From an optimization exercise on the open Yosys and OpenROAD flow, aimed at small area, a short achievable clock period and few clock cycles per item; shortcuts taken in it are not production practice.
No run shown here included a check of the RTL's function; only the layout flow was run.

## flow/design.v (module list and top-level ports; edited modules follow where they fit)
// module sdc_sqrt: 4363 lines
// module sdc_div: 5606 lines
// module sdc_recip: 552 lines
// module stick_deadzone_conditioner_top: 1008 lines
module stick_deadzone_conditioner_top (
  input  logic        clk_i,
  input  logic        rst_ni,
  input  logic        start_i,
  output logic        busy_o,
  input  logic [15:0] raw_x_i,
  input  logic [15:0] raw_y_i,
  output logic        done_o,
  output logic [15:0] out_x_o,
  output logic [15:0] out_y_o,
  input  logic        cfg_we_i,
  input  logic [1:0]  cfg_idx_i,
  input  logic [14:0] cfg_wdata_i
);
  // ...
==> flow/run.sh <==
#!/bin/bash
# synth_recipe.tcl (not shown) runs the flow's synth.tcl, then flattens the netlist and writes it again
# the make line also repeats each setting of config.mk as NAME=value (left out here)
make -C /OpenROAD-flow-scripts/flow DESIGN_CONFIG=/design/flow/config.mk WORK_HOME=/design/flow/orfs CLKGATE_MAP_FILE= SYNTH_SCRIPT=/design/flow/synth_recipe.tcl finish
==> flow/config.mk <==
export PLATFORM = sky130hd
export DESIGN_NAME = stick_deadzone_conditioner_top
export DESIGN_NICKNAME = stick_deadzone_conditioner_top
export VERILOG_FILES = /design/flow/design.v
export SDC_FILE = /design/flow/constraint.sdc
export NUM_CORES = 4
export LEC_CHECK = 0
export CAP_MARGIN = 20
export CORE_MARGIN = 2
export CORE_UTILIZATION = 45
export PLACE_DENSITY = 0.6
export SLEW_MARGIN = 20
==> flow/constraint.sdc <==
create_clock -name core_clock -period 10.0 [get_ports {clk_i}]
set_input_delay 2.0000 -clock core_clock [delete_from_list [all_inputs] [get_ports {clk_i}]]
set_output_delay 2.0000 -clock core_clock [all_outputs]
set_load 0.01 [all_outputs]
==> metrics.csv, run 1 <==
metric,value,unit
regArea,63400,µm²
place_congestion,0.895,
worstHoldPathType,reg2reg,
crit_arrival,5.07,ns
status,no timing/DRC/antenna violations,
syn_inst,12200,
yosys.area_share.simple,7.76,%
clk_path_buf_depth,4,
rows,200,
rsz0062_at_grt,no,
top_regs,"u_front.f_wpa_s16 (44), u_front.f_wpb_s16 (43), u_front.f_wpc_s16 (39)",
largest_class,multi-input gates,
finalHoldViolations,0,
io_pins,87,
synth_top_cell_area_share,44.6,%
cp-end-kind,flip-flop,
relSlewSlack,26.1,%
fmax,231,MHz
crit_required,10.75,ns
die_h,550,µm
wl_met1,128000,µm
min_path_cells,0,
avgSynthCellArea,11.0,µm²
met1_usage,24.7,%
==> inputs of run 2 (changes only) <==
--- a/flow/config.mk
+++ b/flow/config.mk
@@ -7,6 +7,6 @@
 export LEC_CHECK = 0
 export CAP_MARGIN = 20
 export CORE_MARGIN = 2
-export CORE_UTILIZATION = 45
-export PLACE_DENSITY = 0.6
+export CORE_UTILIZATION = 60
+export PLACE_DENSITY = 0.75
 export SLEW_MARGIN = 20
==> metrics.csv, run 2 <==
metric,value,unit,change
status,no timing/DRC/antenna violations,,unchanged
ys.warnings.count,4,,unchanged
syn_area,134000,µm²,unchanged
startpoint_type,flip-flop,,unchanged
drc,0,,unchanged
syn2layout_area_growth,10.5,%,was 11.7%
fin_util,66.8,%,was 50.5%
skew,0.0744,ns,was 0.0566 ns
cts.repair.resized,0,,unchanged
fin_setup_tns,0,ns,unchanged
drtPass1Iterations,7,,unchanged
synth_top_family_by_area,adder cells,,unchanged
yosys.area_share.simple,7.76,%,unchanged
async_flop_share,2.44,%,unchanged
core,222000,µm²,"was 297,000 µm²"
finalHoldViolations,0,,unchanged
crit_arrival,5.50,ns,was 5.07 ns
synthMuxAreaShare,2.49,%,unchanged
antenna_left,0,,unchanged
top_regs,"u_front.f_wpa_s16 (44), u_front.f_wpb_s16 (43), u_front.f_wpc_s16 (39)",,unchanged
drt_wl_total,306000,µm,about the same
min_path_cells,0,,unchanged
yosys_register_bits,3121,,unchanged
reg2reg_depth,11,,was 12
clk_pin_slew_worst_paths,0.06,ns,about the same
synthFlopType,dfxtp_1,,unchanged
drt-initial-drc-count,5738,,"was 5,317"
synth_cell_types,106,,unchanged
setup_ws,5.27,ns,was 5.67 ns
largest_reg_flops,44,,unchanged
initial_utilization,60.4,%,was 45.3%
io_pins,87,,unchanged
path_max_fanout,3,,unchanged
avgSynthCellArea,11.0,µm²,unchanged
timing.final.crit_period,4.73,ns,was 4.33 ns
fin_area,148000,µm²,"was 150,000 µm²"
slew_violations,0,,unchanged
clock_tree.root_cell,clkbuf_16,,unchanged
fill_cells,16500,,"was 26,300"
r2r_end,u_front.f_wvy_s17[3],,was u_front.f_wvx_s17[3]
ys_top_cells_by_count,"2,994 x dfxtp_1, 1,122 x inv_1, 1,023 x ha_1",,unchanged
clk_path_buf_depth,4,,unchanged
wl_per_cell,19.8,µm,was 18.6 µm
critPathKind,reg2reg,,unchanged
period_share,47.3,%,was 43.3%
syn_inst,12200,,unchanged
drive_gt1_share,6.55,%,was 6.68%
synth_fa_ha_area_share,20.2,%,unchanged
yosysMostFrequentCell,dfxtp_1,,unchanged
final_common_cell,dfxtp_1,,unchanged
whs_endpoint,u_front.f_ax_s7[12],,was u_div.b_lox_s4[10]
cap_viol_max_count,0,,unchanged
die_area,228000,µm²,"was 303,000 µm²"
vias,86300,,"was 85,100"
cts_max_level,5,,unchanged
antenna_found_initial,14,,was 11
rows,173,,was 200
overflow,0,,unchanged
synth-edff-count,51,,unchanged
rsz0062_at_grt,no,,unchanged
setup-violations-final,0,,unchanged
cp-end-kind,flip-flop,,unchanged
synth_area_leader_cell,dfxtp_1,,unchanged
worst_pin_slew,1.18,ns,was 1.11 ns
synthTopCellsByArea,"dfxtp_1 45%, fa_1 11%, ha_1 9.5%",,unchanged
nets,14000,,about the same
synth_top_cell_area_share,44.6,%,unchanged
grt_max_degree,90,,was 86
dp_hpwl,224000,µm,"was 225,000 µm"
place_area,138000,µm²,"was 139,000 µm²"
synth_compound_area_share,11.1,%,unchanged
final_cell_mix,"2,990 x dfxtp_1, 1,122 x inv_1, 1,022 x ha_1, 715 x fa_1, 653 x nor2_1",,"was 2,988 x dfxtp_1, 1,122 x inv_1, 1,022 x ha_1, 715 x fa_1, 653 x nor2_1"
dpl_worst_slack,5.43,ns,was 5.58 ns
die_h,477,µm,was 550 µm
holdCritStartpoint,u_front.f_ax_s6[12],,was u_div.b_lox_s3[10]
r2r_start,u_front.f_wpc_s16[25],,unchanged
fmax,211,MHz,was 231 MHz
insertion_delay,0.98,ns,was 0.91 ns
post_cts_buffers,0,,unchanged
worstHoldPathType,reg2reg,,unchanged
r2r_slack,5.27,ns,was 5.67 ns
post_drt_via_cell_ratio,5.59,,was 5.18
grtUsageTotal,26.7,%,was 20.2%
die_x,477,µm,was 550 µm
relSlewSlack,21.4,%,was 26.1%
place_congestion,0.932,,was 0.895
cts_sinks,3121,,unchanged
cts_tree,yes,,unchanged
synthXorXnorAreaFrac,6.61,%,unchanged
grt_pass1_vias,91200,,"was 89,000"
grt_first_pass_wirelength,486000,µm,"was 487,000 µm"
ys_seq_area_share,47.2,%,unchanged
cts_made_buffers,319,,was 324
postCtsHoldBufs,0,,unchanged
port_buffers,85,,unchanged
regMostFlops,u_front.f_wpa_s16,,unchanged
crit_required,10.77,ns,was 10.75 ns
## run 2: layout make-up
cell class	count	area, µm²	share of cell area, %
sequential	3121	63400	42.7
tap	2975	3720	2.51
timing repair buffer	172	1500	1.01
inverter	1131	4250	2.86
clock buffer	428	9140	6.16
antenna	10	25.0	0.0169
clock inverter	122	1570	1.06
multi-input combinational	7479	64900	43.7
## run 2: worst max path at each step
| stage | end | from | slack (ns) |
|---|---|---|---|
| 4_1_cts | u_front.f_wvy_s17[3] | u_front.f_wpc_s16[25] | 5.35 |
| 5_1_grt | u_front.f_wvy_s17[3] | u_front.f_wpc_s16[25] | 5.08 |
| 2_1_floorplan | u_front.f_pxb_s18[12] | u_front.f_wvx_s17[3] | 6.74 |
| 3_3_place_gp | u_front.f_wvy_s17[3] | u_front.f_wpc_s16[25] | 5.47 |
| 6_report | u_front.f_wvy_s17[3] | u_front.f_wpc_s16[25] | 5.27 |
| 3_5_place_dp | u_front.f_wvy_s17[3] | u_front.f_wpc_s16[25] | 5.43 |
## run 2: cells by family after synthesis
group,count (synthesis)
flops,3121
compound gates,2240
simple gates,2178
fa+ha+maj,1744
buf+inv,1623
xor+xnor,1014
mux,301
other cells,1
## run 2: through the flow
stage / hold WS (ns) / instances
floorplan: 0.310 / 12200
global placement: 0.310 / 14900
detailed placement: 0.312 / 14900
CTS: 0.275 / 15400
global route: 0.278 / 15400
finish: 0.282 / 15400
## run 2: critical path, cell delays in order, from the launching register on
cell and delay, ns:
dfxtp_1 0.31, fa_1 0.49, ha_1 0.32, nand4_1 0.15
nor4_1 0.79, o21ai_0 0.25, a221oi_1 0.89, o21ai_0 0.32
and2_1 0.27, fa_1 0.38, xor2_1 0.25, nor2_1 0.10
## run 2: layer usage
metal	part of all wire, %	vias up	GRT usage (%)
met3	5.5	887	4.20
met4	5.6	14	14.1
met2	50	2691	47.5
met5	0.030	-	0
li1	-	41000	-
met1	39	41800	31.0

## static timing again, ports no longer ideal
How much do the figures lean on ideal ports? The routed layouts below were timed once more, with nothing changed but the port constraints.
Step 1 assumes that a clkbuf_16 drives the clock port and a buf_2 every other input.
Step 2 also shifts input and output timing later by t, the mid clock arrival at the registers, as if the neighbouring blocks saw the same clock.
Three values: ideal, step 1, step 2; two values: the first two.
run | shift t [ns] | slack for setup (ns) | hold slack, ns | worst setup path after step 2 | cell pins on the clock port's net
run 1 | 0.986 | 5.673 / 5.673 / 5.673 | 0.291 / 0.291 / 0.291 | register to register | 1
run 2 | 1.012 | 5.268 / 5.268 / 5.268 | 0.282 / 0.282 / 0.282 | register to register | 1
After both steps every run listed still meets setup and hold.
